Background: an optimization exercise with open tools, aiming at small area, a short achievable clock period and few clock cycles per item. Do not read the settings as production practice. Function not checked in this run: the RTL went through the layout flow alone. Power is estimated from default activity; no workload was simulated.

==> flow/design.v <==
package mmu_bounds_guard_pkg;
  localparam int ADDR_W_DEF = 26;
  localparam int SEL_W_DEF  = 4;
  localparam int NSEG_DEF   = 11;
  function automatic int levels(input int n);
    levels = (n <= 1) ? 0 : (n <= 2) ? 1 : (n <= 4) ? 2 : (n <= 8) ? 3 :
             (n <= 16) ? 4 : (n <= 32) ? 5 : 6;
  endfunction
endpackage
module mmu_bounds_table
#(
  parameter int ADDR_W = mmu_bounds_guard_pkg::ADDR_W_DEF,
  parameter int SEL_W  = mmu_bounds_guard_pkg::SEL_W_DEF,
  parameter int NSEG   = mmu_bounds_guard_pkg::NSEG_DEF
) (
  input  logic              clk,
  input  logic              rst,
  input  logic              we,
  input  logic [SEL_W-1:0]  sel,
  input  logic [31:0]       lower,
  input  logic [31:0]       upper,
  output logic [SEL_W-1:0]  active_sel,
  output logic              live,
  output logic              written,
  output logic [ADDR_W-1:0] lo,
  output logic [ADDR_W-1:0] hi,
  output logic              hi_big
);
  logic [SEL_W-1:0]  act_q;
  logic              live_q;
  logic              written_q;
  logic [ADDR_W-1:0] lo_q;
  logic [ADDR_W-1:0] hi_q;
  logic              hi_big_q;
  always_ff @(posedge clk or posedge rst) begin
    if (rst) begin
      act_q     <= '0;
      live_q    <= 1'b0;
      written_q <= 1'b0;
    end else if (we) begin
      act_q     <= sel;
      live_q    <= (32'(sel) < NSEG) && (lower[31:ADDR_W] == '0);
      written_q <= 1'b1;
    end
  end
  always_ff @(posedge clk) begin
    if (we) begin
      lo_q     <= lower[ADDR_W-1:0];
      hi_q     <= upper[ADDR_W-1:0];
      hi_big_q <= upper[31:ADDR_W] != '0;
    end
  end
  assign active_sel = act_q;
  assign live       = live_q;
  assign written    = written_q;
  assign lo         = lo_q;
  assign hi         = hi_q;
  assign hi_big     = hi_big_q;
endmodule
module mmu_bounds_check
#(
  parameter int W = mmu_bounds_guard_pkg::ADDR_W_DEF
) (
  input  logic [W-1:0] an,
  input  logic [W-1:0] lo,
  input  logic [W-1:0] hi,
  input  logic         hi_big,
  input  logic         live,
  input  logic         written,
  output logic         pass
);
  localparam int LV = mmu_bounds_guard_pkg::levels(W);
  logic [W-1:0] g_lo, l_lo;
  logic [W-1:0] g_hi, l_hi;
  for (genvar i = 0; i < W; i++) begin : g_bit
    mmu_bounds_nor2  u_g_lo (.a(an[i]), .b(lo[i]), .y(g_lo[i]));
    mmu_bounds_nand2 u_l_lo (.a(an[i]), .b(lo[i]), .y(l_lo[i]));
    mmu_bounds_nand2 u_g_hi (.a(hi[i]), .b(an[i]), .y(g_hi[i]));
    mmu_bounds_nor2  u_l_hi (.a(hi[i]), .b(an[i]), .y(l_hi[i]));
  end
  logic rl_lo, rl_hi;
  mmu_bounds_lt_tree #(.W(W), .KIND_A(1)) u_t_lo (.g(g_lo), .l(l_lo), .rl(rl_lo));
  mmu_bounds_lt_tree #(.W(W), .KIND_A(0)) u_t_hi (.g(g_hi), .l(l_hi), .rl(rl_hi));
  localparam bit ROOT_A_LO = (LV % 2 == 0);
  localparam bit ROOT_A_HI = (LV % 2 == 1);
  logic ge_lo, ge_hi, zero;
  assign ge_lo = ROOT_A_LO ? rl_lo : ~rl_lo;
  assign ge_hi = ROOT_A_HI ? rl_hi : ~rl_hi;
  mmu_bounds_and_all #(.W(W)) u_zero (.a(an), .y(zero));
  assign pass = (~written & zero) | (live & ge_lo & (hi_big | ge_hi));
endmodule
module mmu_bounds_lt_tree
#(
  parameter int W      = mmu_bounds_guard_pkg::ADDR_W_DEF,
  parameter bit KIND_A = 1'b1
) (
  input  logic [W-1:0] g,
  input  logic [W-1:0] l,
  output logic         rl
);
  localparam int LV = mmu_bounds_guard_pkg::levels(W);
  logic [W-1:0] gl [LV+1];
  logic [W-1:0] ll [LV+1];
  assign gl[0] = g;
  assign ll[0] = l;
  for (genvar k = 1; k <= LV; k++) begin : g_lvl
    localparam int N = (W + (1 << (k - 1)) - 1) >> (k - 1);   
    localparam bit A = KIND_A ^ ((k - 1) % 2 == 1);            
    for (genvar i = 0; i < N / 2; i++) begin : g_node
      if (A) begin : g_a
        mmu_bounds_node_a u_n (.g1(gl[k-1][2*i+1]), .l1(ll[k-1][2*i+1]),
                               .g0(gl[k-1][2*i]),   .l0(ll[k-1][2*i]),
                               .g(gl[k][i]), .l(ll[k][i]));
      end else begin : g_b
        mmu_bounds_node_b u_n (.g1(gl[k-1][2*i+1]), .l1(ll[k-1][2*i+1]),
                               .g0(gl[k-1][2*i]),   .l0(ll[k-1][2*i]),
                               .g(gl[k][i]), .l(ll[k][i]));
      end
    end
    if (N % 2 == 1) begin : g_odd
      mmu_bounds_inv u_ig (.a(gl[k-1][N-1]), .y(gl[k][N/2]));
      mmu_bounds_inv u_il (.a(ll[k-1][N-1]), .y(ll[k][N/2]));
    end
    if (N / 2 + N % 2 < W) begin : g_unused
      assign gl[k][W-1:N/2+N%2] = '0;
      assign ll[k][W-1:N/2+N%2] = '0;
    end
  end
  assign rl = ll[LV][0];
endmodule
module mmu_bounds_node_a (
  input  logic g1,
  input  logic l1,
  input  logic g0,
  input  logic l0,
  output logic g,
  output logic l
);
  assign g = ~(g1 | (l1 & g0));
  assign l = ~(l1 & (g1 | l0));
endmodule
module mmu_bounds_node_b (
  input  logic g1,
  input  logic l1,
  input  logic g0,
  input  logic l0,
  output logic g,
  output logic l
);
  assign g = ~(g1 & (l1 | g0));
  assign l = ~(l1 | (g1 & l0));
endmodule
module mmu_bounds_and_all
#(
  parameter int W = mmu_bounds_guard_pkg::ADDR_W_DEF
) (
  input  logic [W-1:0] a,
  output logic         y
);
  assign y = &a;
endmodule
module mmu_bounds_inv (
  input  logic a,
  output logic y
);
  assign y = ~a;
endmodule
module mmu_bounds_nor2 (
  input  logic a,
  input  logic b,
  output logic y
);
  assign y = ~(a | b);
endmodule
module mmu_bounds_nand2 (
  input  logic a,
  input  logic b,
  output logic y
);
  assign y = ~(a & b);
endmodule
module mmu_bounds_nand3 (
  input  logic a,
  input  logic b,
  input  logic c,
  output logic y
);
  assign y = ~(a & b & c);
endmodule
module mmu_bounds_dffr (
  input  logic clk,
  input  logic rst,
  input  logic d,
  output logic q
);
  always_ff @(posedge clk or posedge rst) begin
    if (rst) q <= 1'b0;
    else     q <= d;
  end
endmodule
module mmu_bounds_mux2i
#(
  parameter int W = 1
) (
  input  logic [W-1:0] a,
  input  logic [W-1:0] b,
  input  logic         s,
  output logic [W-1:0] y
);
  assign y = ~(s ? b : a);
endmodule
module mmu_bounds_guard
#(
  parameter int ADDR_W = mmu_bounds_guard_pkg::ADDR_W_DEF,
  parameter int SEL_W  = mmu_bounds_guard_pkg::SEL_W_DEF,
  parameter int NSEG   = mmu_bounds_guard_pkg::NSEG_DEF
) (
  input  logic              clk,
  input  logic              rst,
  input  logic              we,
  input  logic [SEL_W-1:0]  sel,
  input  logic [31:0]       lower,
  input  logic [31:0]       upper,
  input  logic              req_valid,
  output logic              req_ready,
  input  logic [ADDR_W-1:0] req_addr,
  input  logic              req_wr,
  output logic              mem_valid,
  input  logic              mem_ready,
  output logic [ADDR_W-1:0] mem_addr,
  output logic              mem_wr,
  output logic              exc,
  output logic [ADDR_W-1:0] exc_addr,
  output logic [SEL_W-1:0]  exc_sel,
  input  logic              exc_ack
);
  logic [SEL_W-1:0]  act;
  logic              live;
  logic              written;
  logic [ADDR_W-1:0] lo;
  logic [ADDR_W-1:0] hi;
  logic              hi_big;
  mmu_bounds_table #(
    .ADDR_W (ADDR_W),
    .SEL_W  (SEL_W),
    .NSEG   (NSEG)
  ) u_table (
    .clk        (clk),
    .rst        (rst),
    .we         (we),
    .sel        (sel),
    .lower      (lower),
    .upper      (upper),
    .active_sel (act),
    .live       (live),
    .written    (written),
    .lo         (lo),
    .hi         (hi),
    .hi_big     (hi_big)
  );
  logic              v_q;
  logic              pass_q;
  logic              chk_q;
  logic              busy_q;
  logic [ADDR_W-1:0] addr_q;
  logic              wr_q;
  logic [SEL_W-1:0]  sel_q;
  logic              free;
  logic              same;
  logic [ADDR_W-1:0] an;
  logic              pass;
  logic n_mv, n_ex;
  mmu_bounds_nand3 u_n_mv (.a(v_q), .b(pass_q),  .c(mem_ready), .y(n_mv));
  mmu_bounds_nand3 u_n_ex (.a(v_q), .b(!pass_q), .c(exc_ack),   .y(n_ex));
  mmu_bounds_nand3 u_rdy  (.a(busy_q), .b(n_mv), .c(n_ex), .y(req_ready));
  assign free = !busy_q || (v_q && (pass_q ? mem_ready : exc_ack));
  assign same = we && (sel == act);
  localparam int AH = ADDR_W / 2;
  logic chk_d, chk_b_q;
  assign chk_d = !chk_q && free && req_valid && same;
  mmu_bounds_dffr u_chk_a (.clk(clk), .rst(rst), .d(chk_d), .q(chk_q));
  mmu_bounds_dffr u_chk_b (.clk(clk), .rst(rst), .d(chk_d), .q(chk_b_q));
  mmu_bounds_mux2i #(.W(AH)) u_amux_lo (
    .a(req_addr[AH-1:0]), .b(addr_q[AH-1:0]), .s(chk_q), .y(an[AH-1:0]));
  mmu_bounds_mux2i #(.W(ADDR_W-AH)) u_amux_hi (
    .a(req_addr[ADDR_W-1:AH]), .b(addr_q[ADDR_W-1:AH]), .s(chk_b_q), .y(an[ADDR_W-1:AH]));
  mmu_bounds_check #(.W(ADDR_W)) u_check (
    .an     (an),
    .lo     (lo),
    .hi     (hi),
    .hi_big (hi_big),
    .live    (live),
    .written (written),
    .pass   (pass)
  );
  always_ff @(posedge clk or posedge rst) begin
    if (rst) begin
      v_q    <= 1'b0;
      busy_q <= 1'b0;
    end else if (chk_q) begin
      v_q    <= 1'b1;
    end else if (free) begin
      v_q    <= req_valid && !same;
      busy_q <= req_valid;
    end
  end
  always_ff @(posedge clk) begin
    if (chk_q || free) begin
      pass_q <= pass;
    end
    if (free) begin
      addr_q <= req_addr;
      wr_q   <= req_wr;
      sel_q  <= act;
    end
  end
  assign mem_valid = v_q && pass_q;
  assign mem_addr  = addr_q;
  assign mem_wr    = wr_q;
  assign exc       = v_q && !pass_q;
  assign exc_addr  = addr_q;
  assign exc_sel   = sel_q;
endmodule
==> flow/flow/run.sh <==
#!/bin/bash
# Standard ORFS layout, with plain buf_1 cells on the ports instead of the
# delay buffers buffer_ports picks by default, and the delay-cell families
# kept out of the post-synthesis repairs. Synthesis is the standard one.
set -euo pipefail
PLAT_DONT_USE=$(make -s -C "$FLOW_HOME" DESIGN_CONFIG="$FLOW_CONFIG" print-DONT_USE_CELLS 2>/dev/null | sed -n 's/^DONT_USE_CELLS: //p')
EXTRA="sky130_fd_sc_hd__clkdlybuf4s15_1 sky130_fd_sc_hd__clkdlybuf4s15_2 sky130_fd_sc_hd__clkdlybuf4s18_1 sky130_fd_sc_hd__clkdlybuf4s18_2 sky130_fd_sc_hd__clkdlybuf4s25_1 sky130_fd_sc_hd__clkdlybuf4s25_2 sky130_fd_sc_hd__clkdlybuf4s50_1 sky130_fd_sc_hd__clkdlybuf4s50_2 sky130_fd_sc_hd__dlygate4sd1_1 sky130_fd_sc_hd__dlygate4sd2_1 sky130_fd_sc_hd__dlygate4sd3_1 sky130_fd_sc_hd__dlymetal6s2s_1 sky130_fd_sc_hd__dlymetal6s4s_1 sky130_fd_sc_hd__dlymetal6s6s_1"
echo "platform dont_use: $PLAT_DONT_USE" > flow_vars.log
bash standard.sh synth > synth.log 2>&1
bash standard.sh "BUFFER_PORTS_ARGS=-buffer_cell sky130_fd_sc_hd__buf_1" "POST_FLOORPLAN_TCL=$PWD/flow/downsize.tcl" "DONT_USE_CELLS=$PLAT_DONT_USE $EXTRA" finish > layout.log 2>&1
==> flow/flow/downsize.tcl <==
# Post-floorplan hook: set every combinational cell that synthesis mapped
# at a larger drive strength back to drive 1 (same function), so that the
# repair steps that follow upsize only what timing needs. Registers, ties
# and buffers are left alone.
set db [ord::get_db]
set n 0
foreach inst [[ord::get_db_block] getInsts] {
  set m [[$inst getMaster] getName]
  if {[regexp {^sky130_fd_sc_hd__(a21oi|o21ai|a21o|o21a|nand2|nor2|nand3|nor3|nand4|nor4|a22oi|o22ai|a211oi|o211ai|a31oi|o31ai|mux2i|xor2|xnor2|inv)_(2|4)$} $m -> fam drv]} {
    set small [$db findMaster sky130_fd_sc_hd__${fam}_1]
    if {$small ne "NULL" && $small ne ""} {
      $inst swapMaster $small
      incr n
    }
  }
}
puts "downsize.tcl: set $n cells to drive 1"
==> flow/standard.sh <==
#!/bin/bash
# synth_recipe.tcl (not shown) runs the flow's synth.tcl, then flattens the netlist and writes it again
# the make line also repeats each setting of config.mk as NAME=value (left out here)
make -C /OpenROAD-flow-scripts/flow DESIGN_CONFIG=/design/flow/config.mk WORK_HOME=/design/flow/orfs CLKGATE_MAP_FILE= SYNTH_SCRIPT=/design/flow/synth_recipe.tcl "${@:-finish}"
==> flow/config.mk <==
export PLATFORM = sky130hd
export DESIGN_NAME = mmu_bounds_guard
export DESIGN_NICKNAME = mmu_bounds_guard
export VERILOG_FILES = /design/flow/design.v
export SDC_FILE = /design/flow/constraint.sdc
export NUM_CORES = 4
export LEC_CHECK = 0
export CAP_MARGIN = 20
export CORE_MARGIN = 2
export CORE_UTILIZATION = 45
export SETUP_SLACK_MARGIN = 2.8
export SLEW_MARGIN = 20
export SYNTH_HIERARCHICAL = 1
==> flow/constraint.sdc <==
create_clock -name core_clock -period 5.5 [get_ports {clk}]
set_input_delay 1.1000 -clock core_clock [delete_from_list [all_inputs] [get_ports {clk}]]
set_output_delay 1.1000 -clock core_clock [all_outputs]
set_load 0.01 [all_outputs]
==> results.toml <==
[cells_and_area]
layout_commonest_cell = "buf_1"
drive_gt1_share_pct = 6.73
mostFrequentLayoutCells = "buf_1 (159), edfxtp_1 (85), nand2_1 (56)"
synthToLayoutAreaGrowth_pct = 11.9
fin_util_pct = 51.5
finalNetCount = 646
num_antenna_cells = 0

[clocking]
cts_tree = "yes"
clkSinkCount = 95
clk_latency_ns = 0.36
hold_buffers = 0
clk_pin_slew_ns = 0.10
cts-root-buf = "clkbuf_8"
cts.htree.levels = 3
cts_buffers = 9
cts_buffer_depth = 2

[timing]
skew_ns = 0.0131
finalHoldViolations = 0
setup_viol = 0
worst_slew_pin_slew_ns = 0.837
period_share_pct = 47.9
fmax_mhz = 380
relSlewSlack_pct = 44.0
rsz0062_at_grt = "false"
worst_slack_ns = 2.87
finalCriticalPeriod_ns = 2.63
slew_viol_final = 0
finalSetupTns_ns = 0

[worst_setup_path]
cp.arrival_ns = 1.53
crit_path_end_kind = "primary output"
critPathRequiredTime_ns = 4.40
cpMaxStageDelayCell = "buf_1"
critPathBufInv = 2
crit_chain = "buf_1, nand3_1, nand3_1, buf_1"
cp-start-kind = "input pin"
worst_path_dominant_cell_family = "buffers and inverters"
critPathMaxFanout = 2
critPathMaxStageDelay_ns = 0.15
critPathKind = "in -> out"

[power_and_ir_drop]
combPwrFrac_pct = 22.6
power_density_mw_per_mm2 = 364
ir_worst_vdd_v = 0.000351
p_sw_share_pct = 32.5
p_int_w = 0.00130
p_seq_share_pct = 53.9
power_leakage_nw = 1.82
clkPwrFrac_pct = 23.5
switchingPower_w = 0.000626

[outcome]
outcome = "finished clean"

[drt]
vias = 3389
postRouteAntennaNets = 0
wirelength_microns = 9780
routed_via_density = 4.94
drt_first_pass_iters = 5
drtIter0Drc = 149
routedWlPerCell_microns = 14.3
drc = 0

[floorplanning]
die-area_sq_mm = 0.0113
fp-row-count = 37
die_height_microns = 106
initial_utilization_pct = 46.0
core_sq_mm = 0.0103
pin_count = 161
die_w_microns = 106

[worst_hold_path]
holdCritPathClass = "reg -> reg"

[place]
gp_congestion = 0.756
dp.final_hpwl_microns = 7380
io_buffers = 160
place_ws_ns = 2.53

[global_routing]
grt_max_degree = 33
grt_antenna_before_repair = 0
grt_pass1_vias = 3227
track_usage_pct = 17.7
overflow = 0
grt_pass1_wl_microns = 15400

[synth]
avgSynthCellArea_sq_um = 11.7
ys.warnings.count = 19
syn-cell-area_sq_mm = 0.00473
synthesis.nets = 504
syn_inst = 403

[job]
cap_violations = 0
-- power by group through the flow --
stage | registers (W) | clock network [W] | logic [W]
floorplan | 0.00107 | 0 | 0.000327
global placement | 0.00105 | 0 | 0.000436
detailed placement | 0.00105 | 0 | 0.000438
CTS | 0.00104 | 0.000464 | 0.000440
global route | 0.00106 | 0.000486 | 0.000485
finish | 0.00104 | 0.000452 | 0.000435
-- layer usage --
layer | track usage (%) | vias to the layer above | part of all wire [%]
li1 | - | 1708 | -
met1 | 24.4 | 1549 | 45
met2 | 26.9 | 117 | 45
met3 | 3.74 | 15 | 7.0
met4 | 8.07 | 0 | 2.2
met5 | 0 | - | 0
-- through the flow --
stage	hold slack, ns	cells	instance area [sq um]	total power, W
floorplan	0.452	403	4730	0.00140
global placement	0.473	670	5070	0.00148
detailed placement	0.472	670	5070	0.00149
CTS	0.496	686	5260	0.00194
global route	0.506	686	5290	0.00203
finish	0.494	686	5290	0.00193
-- repair_timing --
action / 4_1_cts / 5_1_grt
cloned: 0 / 0
setup endpoints to repair: 1 / 1
setup buffers: 0 / 0
resized for setup: 2 / 8
pin swaps: 0 / 0
-- registers in the layout (all words and copies together), names as in the netlist --
register / cells
wr_q: 1
u_table.hi_big_q: 1
u_table.act_q: 4
u_table.written_q: 1
busy_q: 1
u_chk_b.q: 1
u_table.lo_q: 26
pass_q: 1
u_table.live_q: 1
u_chk_a.q: 1
v_q: 1
u_table.hi_q: 26
sel_q: 4
addr_q: 26
-- final cells by class --
cell class                 count  area (sq um)
clock inverter                 5          30.0
sequential                    95          2810
fill                         970          4990
inverter                      15          56.3
tap                          136           170
clock buffer                  11           163
multi-input combinational    263          1460
timing repair buffer         161           607
-- worst paths after layout --
kind | startpoint | to | slack, ns | depth (start not counted)
setup / recovery | exc_ack | req_ready | 2.87 | 4
hold / removal | u_table.written_q | u_table.written_q | 0.49 | 1
setup reg to reg | u_chk_b.q | pass_q | 3.03 | 6
hold reg to reg | u_table.written_q | u_table.written_q | 0.49 | 1
max in group asynchronous | rst | u_table.live_q | 4.59 | 2
min in group asynchronous | rst | u_chk_b.q | 0.60 | 2

[what the ideal ports hide]
In the flow no input, the clock included, has a driving cell. The finished layout below was timed again as built, in two steps. Step 1: set_driving_cell puts a clkbuf_16 on clk and a buf_2 on each other input, an assumption about the parent block. Step 2, shift: input delay + t, output delay - t, t = (earliest + latest rising clock arrival at the registers) / 2. This alone moves slack from input paths to output paths. Three values: ideal, step 1, step 2; two values: the first two.
t (ns): 0.389
slack for setup (ns): 2.868 / 2.844 / 2.562
clock arrival spread, ns: 0.014 / 0.014
After both steps this run still meets setup and hold. The setup slack of this run moves by -0.024 ns with the drivers and by -0.306 ns with both steps.
